What follows belongs to an exercise in optimizing a design on an open flow for small area, a short achievable clock period and few clock cycles per item; a production flow would make more cautious choices.
Function was checked by simulation only, so behaviour that the tests miss may differ from the original.

## run.sh

```bash
#!/bin/bash
# synth_recipe.tcl (not shown) runs the flow's synth.tcl, then flattens the netlist and writes it again
# the make line also repeats each setting of config.mk as NAME=value (left out here)
make -C /OpenROAD-flow-scripts/flow DESIGN_CONFIG=/design/flow/config.mk WORK_HOME=/design/flow/orfs CLKGATE_MAP_FILE= SYNTH_SCRIPT=/design/flow/synth_recipe.tcl finish
```

## config.mk

```make
export PLATFORM = sky130hd
export DESIGN_NAME = distance_vector_route_update_unit
export DESIGN_NICKNAME = distance_vector_route_update_unit
export VERILOG_FILES = /design/flow/design.v
export SDC_FILE = /design/flow/constraint.sdc
export NUM_CORES = 4
export LEC_CHECK = 0
export CAP_MARGIN = 20
export CORE_MARGIN = 2
export CORE_UTILIZATION = 50
export MIN_ROUTING_LAYER = met2
export SETUP_SLACK_MARGIN = 4.6
export SLEW_MARGIN = 20
export SYNTH_MEMORY_MAX_BITS = 16384
```

## constraint.sdc

```tcl
create_clock -name core_clock -period 8.0 [get_ports {clk_i}]
set_input_delay 1.6000 -clock core_clock [delete_from_list [all_inputs] [get_ports {clk_i}]]
set_output_delay 1.6000 -clock core_clock [all_outputs]
set_load 0.01 [all_outputs]
```

## design.v

```verilog
`default_nettype none
package dvru_pkg;
  localparam int unsigned ADDR_W      = 32;
  localparam int unsigned COST_W      = 5;
  localparam int unsigned PLUS_W      = COST_W + 1;
  localparam int unsigned SLOT_W      = 6;
  localparam int unsigned ACTION_W    = 3;
  localparam int unsigned CFG_IDX_W   = 3;
  localparam int unsigned IFCNT_W     = 3;
  localparam int unsigned RES_W       = SLOT_W + ACTION_W + COST_W + 2 * ADDR_W;
  localparam logic [COST_W-1:0]  COST_INF    = 5'd16;
  localparam logic [COST_W-1:0]  COST_ONE    = 5'd1;
  localparam logic [IFCNT_W-1:0] MAX_IFACES  = 3'd4;
  localparam logic [ACTION_W-1:0] ACT_INSERTED  = 3'd0;
  localparam logic [ACTION_W-1:0] ACT_IMPROVED  = 3'd1;
  localparam logic [ACTION_W-1:0] ACT_UNCHANGED = 3'd2;
  localparam logic [ACTION_W-1:0] ACT_OWN       = 3'd3;
  localparam logic [ACTION_W-1:0] ACT_FULL      = 3'd4;
endpackage
`default_nettype wire
`default_nettype none
import dvru_pkg::*;
module dvru_queue #(
  parameter int unsigned Width = 8,
  parameter int unsigned Depth = 3    
) (
  input  wire logic             clk_i,
  input  wire logic             rst_ni,
  input  wire logic             acc_i,
  output logic                  full_o,
  input  wire logic             push_i,
  input  wire logic [Width-1:0] data_i,
  input  wire logic             pop_i,
  output logic [Width-1:0]      data_o,
  output logic                  empty_o
);
  localparam int unsigned BufN = Depth - 1;
  localparam int unsigned PtrW = (BufN > 1) ? $clog2(BufN) : 1;
  localparam int unsigned CntW = $clog2(Depth + 1);
  logic [Width-1:0] buf_q [0:BufN-1];
  logic [PtrW-1:0]  wr_ptr_q, rd_ptr_q;
  logic [CntW-1:0]  out_q, out_d;
  logic [CntW-1:0]  bcnt_q, bcnt_d;
  logic             do_pop, head_free, buf_empty, to_buf, from_buf;
  logic             held_q;    
  assign empty_o   = !held_q;
  assign do_pop    = pop_i && !empty_o;
  assign head_free = empty_o || pop_i;
  assign buf_empty = (bcnt_q == '0);
  assign from_buf  = head_free && !buf_empty;
  assign to_buf    = push_i && !(head_free && buf_empty);
  always_comb begin
    out_d = out_q;
    if (acc_i && !do_pop) out_d = out_q + 1'b1;
    if (!acc_i && do_pop) out_d = out_q - 1'b1;
    bcnt_d = bcnt_q;
    if (to_buf && !from_buf) bcnt_d = bcnt_q + 1'b1;
    if (!to_buf && from_buf) bcnt_d = bcnt_q - 1'b1;
  end
  always_ff @(posedge clk_i or negedge rst_ni) begin
    if (!rst_ni) begin
      wr_ptr_q <= '0;
      rd_ptr_q <= '0;
      out_q    <= '0;
      bcnt_q   <= '0;
      full_o   <= 1'b0;
      held_q   <= 1'b0;
    end else begin
      if (to_buf)   wr_ptr_q <= (wr_ptr_q == PtrW'(BufN - 1)) ? '0 : wr_ptr_q + 1'b1;
      if (from_buf) rd_ptr_q <= (rd_ptr_q == PtrW'(BufN - 1)) ? '0 : rd_ptr_q + 1'b1;
      out_q   <= out_d;
      bcnt_q  <= bcnt_d;
      full_o  <= (out_d == CntW'(Depth));
      if (head_free) held_q <= !buf_empty || push_i;
    end
  end
  always_ff @(posedge clk_i) begin
    if (to_buf) begin
      buf_q[wr_ptr_q] <= data_i;
    end
    if (head_free) begin
      data_o <= buf_empty ? data_i : buf_q[rd_ptr_q];
    end
  end
endmodule
`default_nettype wire
`default_nettype none
import dvru_pkg::*;
module dvru_front (
  input  wire logic                             clk_i,
  input  wire logic                             rst_ni,
  input  wire logic                             cfg_we_i,
  input  wire logic [dvru_pkg::CFG_IDX_W-1:0]   cfg_idx_i,
  input  wire logic [dvru_pkg::ADDR_W-1:0]      cfg_data_i,
  input  wire logic [dvru_pkg::ADDR_W-1:0]      dest_addr_i,
  input  wire logic [dvru_pkg::COST_W-1:0]      adv_cost_i,
  input  wire logic [dvru_pkg::ADDR_W-1:0]      sender_addr_i,
  output logic                                  own_o,
  output logic [dvru_pkg::COST_W-2:0]           cm1_o,    
  output logic                                  sde_o     
);
  logic [ADDR_W-1:0]  addr_a_q, addr_b_q, addr_c_q, addr_d_q;
  logic [IFCNT_W-1:0] if_count_q;
  always_ff @(posedge clk_i or negedge rst_ni) begin
    if (!rst_ni) begin
      addr_a_q   <= '0;
      addr_b_q   <= '0;
      addr_c_q   <= '0;
      addr_d_q   <= '0;
      if_count_q <= '0;
    end else if (cfg_we_i) begin
      case (cfg_idx_i)
        3'd0: addr_a_q   <= cfg_data_i;
        3'd1: addr_b_q   <= cfg_data_i;
        3'd2: addr_c_q   <= cfg_data_i;
        3'd3: addr_d_q   <= cfg_data_i;
        3'd4: if_count_q <= cfg_data_i[IFCNT_W-1:0];
        default: ;
      endcase
    end
  end
  assign own_o = ((if_count_q != 3'd0)                  && (dest_addr_i == addr_a_q))
              || ((if_count_q[2] || if_count_q[1])      && (dest_addr_i == addr_b_q))
              || ((if_count_q[2] || (&if_count_q[1:0])) && (dest_addr_i == addr_c_q))
              || ( if_count_q[2]                        && (dest_addr_i == addr_d_q));
  assign cm1_o = adv_cost_i[COST_W-1] ? '1 : adv_cost_i[COST_W-2:0];
  assign sde_o = (sender_addr_i == dest_addr_i);
endmodule
`default_nettype wire
`default_nettype none
import dvru_pkg::*;
module dvru_back #(
  parameter int unsigned TABLE_DEPTH = 64
) (
  input  wire logic                        clk_i,
  input  wire logic                        rst_ni,
  input  wire logic                        acc_i,
  input  wire logic [dvru_pkg::ADDR_W-1:0] dest_i,
  input  wire logic [dvru_pkg::ADDR_W-1:0] snd_i,
  input  wire logic [dvru_pkg::ADDR_W-1:0] rcv_i,
  input  wire logic                        own_i,
  input  wire logic [dvru_pkg::COST_W-2:0] cm1_i,
  input  wire logic                        sde_i,
  output logic                             res_v_o,
  output logic [dvru_pkg::RES_W-1:0]       res_o
);
  localparam int unsigned N  = TABLE_DEPTH;
  localparam int unsigned AW = ADDR_W;
  localparam int unsigned CW = COST_W;
  localparam int unsigned KW = COST_W - 1;   
  logic [N*AW-1:0] t_dest, t_hop, t_iface;
  logic [N*KW-1:0] t_cost;      
  logic [5:0]      used_q;      
  logic [N-1:0]    filled_q;    
  logic            s2_v, s2_own, s2_hit_any;
  logic [N-1:0]    s2_hit, s2_better;
  logic [AW-1:0]   s2_dest, s2_snd, s2_rcv;
  logic [KW-1:0]   s2_cm1;
  logic            s2_sde;
  logic [N-1:0] free_oh;
  assign free_oh = ~filled_q & {filled_q[N-2:0], 1'b1};
  logic          tbl_full, ins, imp, better;
  logic [KW-1:0] rd_k, wk, ins_k;
  logic [CW-1:0] rd_cost, capped, ins_cost;
  logic [AW-1:0] rd_hop, rd_iface;
  logic [5:0]    hit_slot;
  always_comb begin
    rd_k     = '0;
    rd_hop   = '0;
    rd_iface = '0;
    hit_slot = '0;
    better   = 1'b0;
    for (int i = 0; i < N; i++) begin
      better   = better   | (s2_hit[i] & s2_better[i]);
      rd_k     = rd_k     | (t_cost [i*KW +: KW] & {KW{s2_hit[i]}});
      rd_hop   = rd_hop   | (t_hop  [i*AW +: AW] & {AW{s2_hit[i]}});
      rd_iface = rd_iface | (t_iface[i*AW +: AW] & {AW{s2_hit[i]}});
      hit_slot = hit_slot | (6'(i) & {6{s2_hit[i]}});
    end
  end
  assign tbl_full = filled_q[N-1];
  assign imp      = s2_v && !s2_own && better;
  assign ins      = s2_v && !s2_own && !s2_hit_any && !tbl_full;
  assign capped   = {1'b0, s2_cm1} + CW'(1);
  assign ins_cost = s2_sde ? COST_ONE : capped;
  assign ins_k    = s2_sde ? '0 : s2_cm1;
  assign rd_cost  = {1'b0, rd_k} + CW'(1);
  assign wk       = s2_hit_any ? s2_cm1 : ins_k;
  always_ff @(posedge clk_i) begin
    for (int i = 0; i < N; i++) begin
      if ((s2_v && !s2_own && s2_hit[i] && s2_better[i]) || (ins && free_oh[i])) begin
        t_cost[i*KW +: KW] <= wk;
        t_hop [i*AW +: AW] <= s2_snd;
      end
      if (ins && free_oh[i]) begin
        t_dest [i*AW +: AW] <= s2_dest;
        t_iface[i*AW +: AW] <= s2_rcv;
      end
    end
  end
  always_ff @(posedge clk_i or negedge rst_ni) begin
    if (!rst_ni) begin
      used_q   <= '0;
      filled_q <= '0;
    end else if (ins) begin
      used_q   <= used_q + 6'd1;
      filled_q <= {filled_q[N-2:0], 1'b1};
    end
  end
  always_comb begin
    if (s2_own) begin
      res_o = {6'd0, ACT_OWN, 5'd0, s2_dest, s2_dest};
    end else if (s2_hit_any) begin
      if (better)    res_o = {hit_slot, ACT_IMPROVED, capped, s2_snd, rd_iface};
      else           res_o = {hit_slot, ACT_UNCHANGED, rd_cost, rd_hop, rd_iface};
    end else if (tbl_full) begin
      res_o = {6'd0, ACT_FULL, COST_INF, 32'd0, 32'd0};
    end else begin
      res_o = {used_q, ACT_INSERTED, ins_cost, s2_snd, s2_rcv};
    end
  end
  assign res_v_o = s2_v;
  logic         match_prev, fwd_ins, fwd_cost;
  logic [N-1:0] eq, hit_d, better_d;
  logic         better_fwd;
  assign match_prev = (dest_i == s2_dest);
  assign fwd_ins    = match_prev && ins;
  assign fwd_cost   = match_prev && (ins || imp);
  assign better_fwd = (wk > cm1_i);
  always_comb begin
    for (int i = 0; i < N; i++) begin
      eq[i]       = filled_q[i] && (t_dest[i*AW +: AW] == dest_i);
      hit_d[i]    = eq[i] || (fwd_ins && free_oh[i]);
      better_d[i] = fwd_cost ? better_fwd : (t_cost[i*KW +: KW] > cm1_i);
    end
  end
  always_ff @(posedge clk_i or negedge rst_ni) begin
    if (!rst_ni) begin
      s2_v <= 1'b0;
    end else begin
      s2_v <= acc_i;
    end
  end
  always_ff @(posedge clk_i) begin
    s2_hit      <= hit_d;
    s2_hit_any  <= (|eq) || fwd_ins;
    s2_better   <= better_d;
    s2_own      <= own_i;
    s2_dest     <= dest_i;
    s2_snd      <= snd_i;
    s2_rcv      <= rcv_i;
    s2_cm1      <= cm1_i;
    s2_sde      <= sde_i;
  end
endmodule
`default_nettype wire
`default_nettype none
import dvru_pkg::*;
module distance_vector_route_update_unit #(
  parameter int unsigned TABLE_DEPTH = 64
) (
  input  wire logic                             clk_i,
  input  wire logic                             rst_ni,
  input  wire logic                             cfg_we_i,
  input  wire logic [dvru_pkg::CFG_IDX_W-1:0]   cfg_idx_i,
  input  wire logic [dvru_pkg::ADDR_W-1:0]      cfg_data_i,
  input  wire logic                             push,
  output logic                                  full,
  input  wire logic [dvru_pkg::ADDR_W-1:0]      dest_addr_i,
  input  wire logic [dvru_pkg::COST_W-1:0]      adv_cost_i,
  input  wire logic [dvru_pkg::ADDR_W-1:0]      sender_addr_i,
  input  wire logic [dvru_pkg::ADDR_W-1:0]      recv_iface_addr_i,
  output logic                                  empty,
  input  wire logic                             pop,
  output logic [dvru_pkg::SLOT_W-1:0]           entry_slot_o,
  output logic [dvru_pkg::ACTION_W-1:0]         action_o,
  output logic [dvru_pkg::COST_W-1:0]           entry_cost_o,
  output logic [dvru_pkg::ADDR_W-1:0]           entry_next_hop_o,
  output logic [dvru_pkg::ADDR_W-1:0]           entry_out_iface_o
);
  logic                acc, own, res_v;
  logic [COST_W-2:0]   cm1;
  logic                sde;
  logic [RES_W-1:0]    res, out_res;
  assign acc = push && !full;
  dvru_front u_front (
    .clk_i         (clk_i),
    .rst_ni        (rst_ni),
    .cfg_we_i      (cfg_we_i),
    .cfg_idx_i     (cfg_idx_i),
    .cfg_data_i    (cfg_data_i),
    .dest_addr_i   (dest_addr_i),
    .adv_cost_i    (adv_cost_i),
    .sender_addr_i (sender_addr_i),
    .own_o         (own),
    .cm1_o         (cm1),
    .sde_o         (sde)
  );
  dvru_back #(
    .TABLE_DEPTH (TABLE_DEPTH)
  ) u_back (
    .clk_i      (clk_i),
    .rst_ni     (rst_ni),
    .acc_i      (acc),
    .dest_i     (dest_addr_i),
    .snd_i      (sender_addr_i),
    .rcv_i      (recv_iface_addr_i),
    .own_i      (own),
    .cm1_i      (cm1),
    .sde_i      (sde),
    .res_v_o    (res_v),
    .res_o      (res)
  );
  dvru_queue #(
    .Width (RES_W),
    .Depth (3)
  ) u_res_queue (
    .clk_i   (clk_i),
    .rst_ni  (rst_ni),
    .acc_i   (acc),
    .full_o  (full),
    .push_i  (res_v),
    .data_i  (res),
    .pop_i   (pop),
    .data_o  (out_res),
    .empty_o (empty)
  );
  assign {entry_slot_o, action_o, entry_cost_o, entry_next_hop_o, entry_out_iface_o} = out_res;
endmodule
`default_nettype wire
```

==> impl_results.md <==
* XOR/XNOR Fraction of Synth Area at 0.0721
* Post-synthesis adder-cell area fraction at 0.0121
* Synth Area in Compound Gates at 0.0839
* Status: aborted with a tool error
* Main synth FF type: edfxtp_1
* Synth warnings at 3
* Largest family of logic cells by synthesized area: compound AO/OA/AOI/OAI gates
* Most common cell in the netlist: edfxtp_1
* All-Layer GR Usage at 0.704
* Starting Density at 0.501
* TritonCTS Buffers at 721
* Share of the synthesized area in the top cell type at 0.731
* First-pass GRT wire length at 1750000 µm
* Pin count of the biggest net entering global routing at 89
* IO Count at 221
* Routability cong. at 1.10
* FF+latch count, synth at 7075
* Final HPWL DP at 684000 µm
* Area leader, netlist: edfxtp_1
* Placed insts at 22.8k
* Clk root buf: clkbuf_16
* Clock Sinks at 7075
* Fail Step: 5_1_grt
* Post-Syn Area at 273000 µm²
* Clock Path Buffers at 4
* Log Error: [ERROR GRT-0116] Global routing finished with congestion. Check the congestion regions in the DRC Viewer.
* Die span in x at 742 µm
* Synth Instances at 15.5k
* Avg Inst Size Synth at 17.6 µm²
* Vias in the first global route at 240k
* Top post-synthesis cells by area: edfxtp_1 (73%), xnor2_1 (5.9%), a22o_1 (3.3%)
* Die H at 742 µm
* Aggregate global routing overflow at 8
* FP Rows at 271
* Post-synth top cells: edfxtp_1 (6634), xnor2_1 (1828), a22o_1 (1037)
* Port-buffer cells at 220
* Post-Syn Nets at 15.9k
* Post-synthesis simple-gate area fraction at 0.0390
* Mux contribution to synthesized area at 0.00923
* Async S/R FF share, synth at 0.0297
* Number of flops mapped to enable cells by yosys at 6634
* Library cells used by synthesis at 56
* # H-tree levels at 6
* Sequential-to-total area share from yosys stat at 0.767
[per-stage QoR]
stage               utilization  cell area [µm²]  setup WS (ns)
detailed placement        0.528           287000           2.31
global placement          0.528           287000           1.82
CTS                       0.586           319000           4.40
floorplan                     -           273000           3.87
[power by group through the flow]
stage	sequential [W]	combinational, W	clock, W
4_1_cts	0.0442	0.00744	0.0333
3_5_place_dp	0.0450	0.00705	0
3_3_place_gp	0.0449	0.00703	0
2_1_floorplan	0.0449	0.00314	0
[routing by layer]
metal,GRT overflow,GRT usage
met4,2,0.507
met5,1,0.545
met1,-,-
met3,5,0.792
met2,0,0.744
[kinds of logic after synthesis]
logic type / Yosys count
AO/OA/AOI/OAI: 2810
XOR/XNOR: 2246
adder cells (fa/ha/maj): 264
buffers and inverters: 1025
flip-flops: 7075
multiplexers: 235
AND/OR/NAND/NOR: 1856
[how the worst max path moves through the flow]
stage	end	slack, ns	cells after the start
2_1_floorplan	u_back.t_cost[84]	3.87	6
3_3_place_gp	u_back.s2_own	1.82	9
3_5_place_dp	u_back.s2_own	2.31	9
4_1_cts	u_res_queue.data_o[20]	4.40	10
[what timing repair did]
item	in CTS
setup buffers	298
endpoints found under the setup margin	6485
cloned	53
hold buffers	0
resized for setup	1323
pin swaps	101
Testbench counts, summed over its fixed seeds: cycles 3,216, items 3,200.
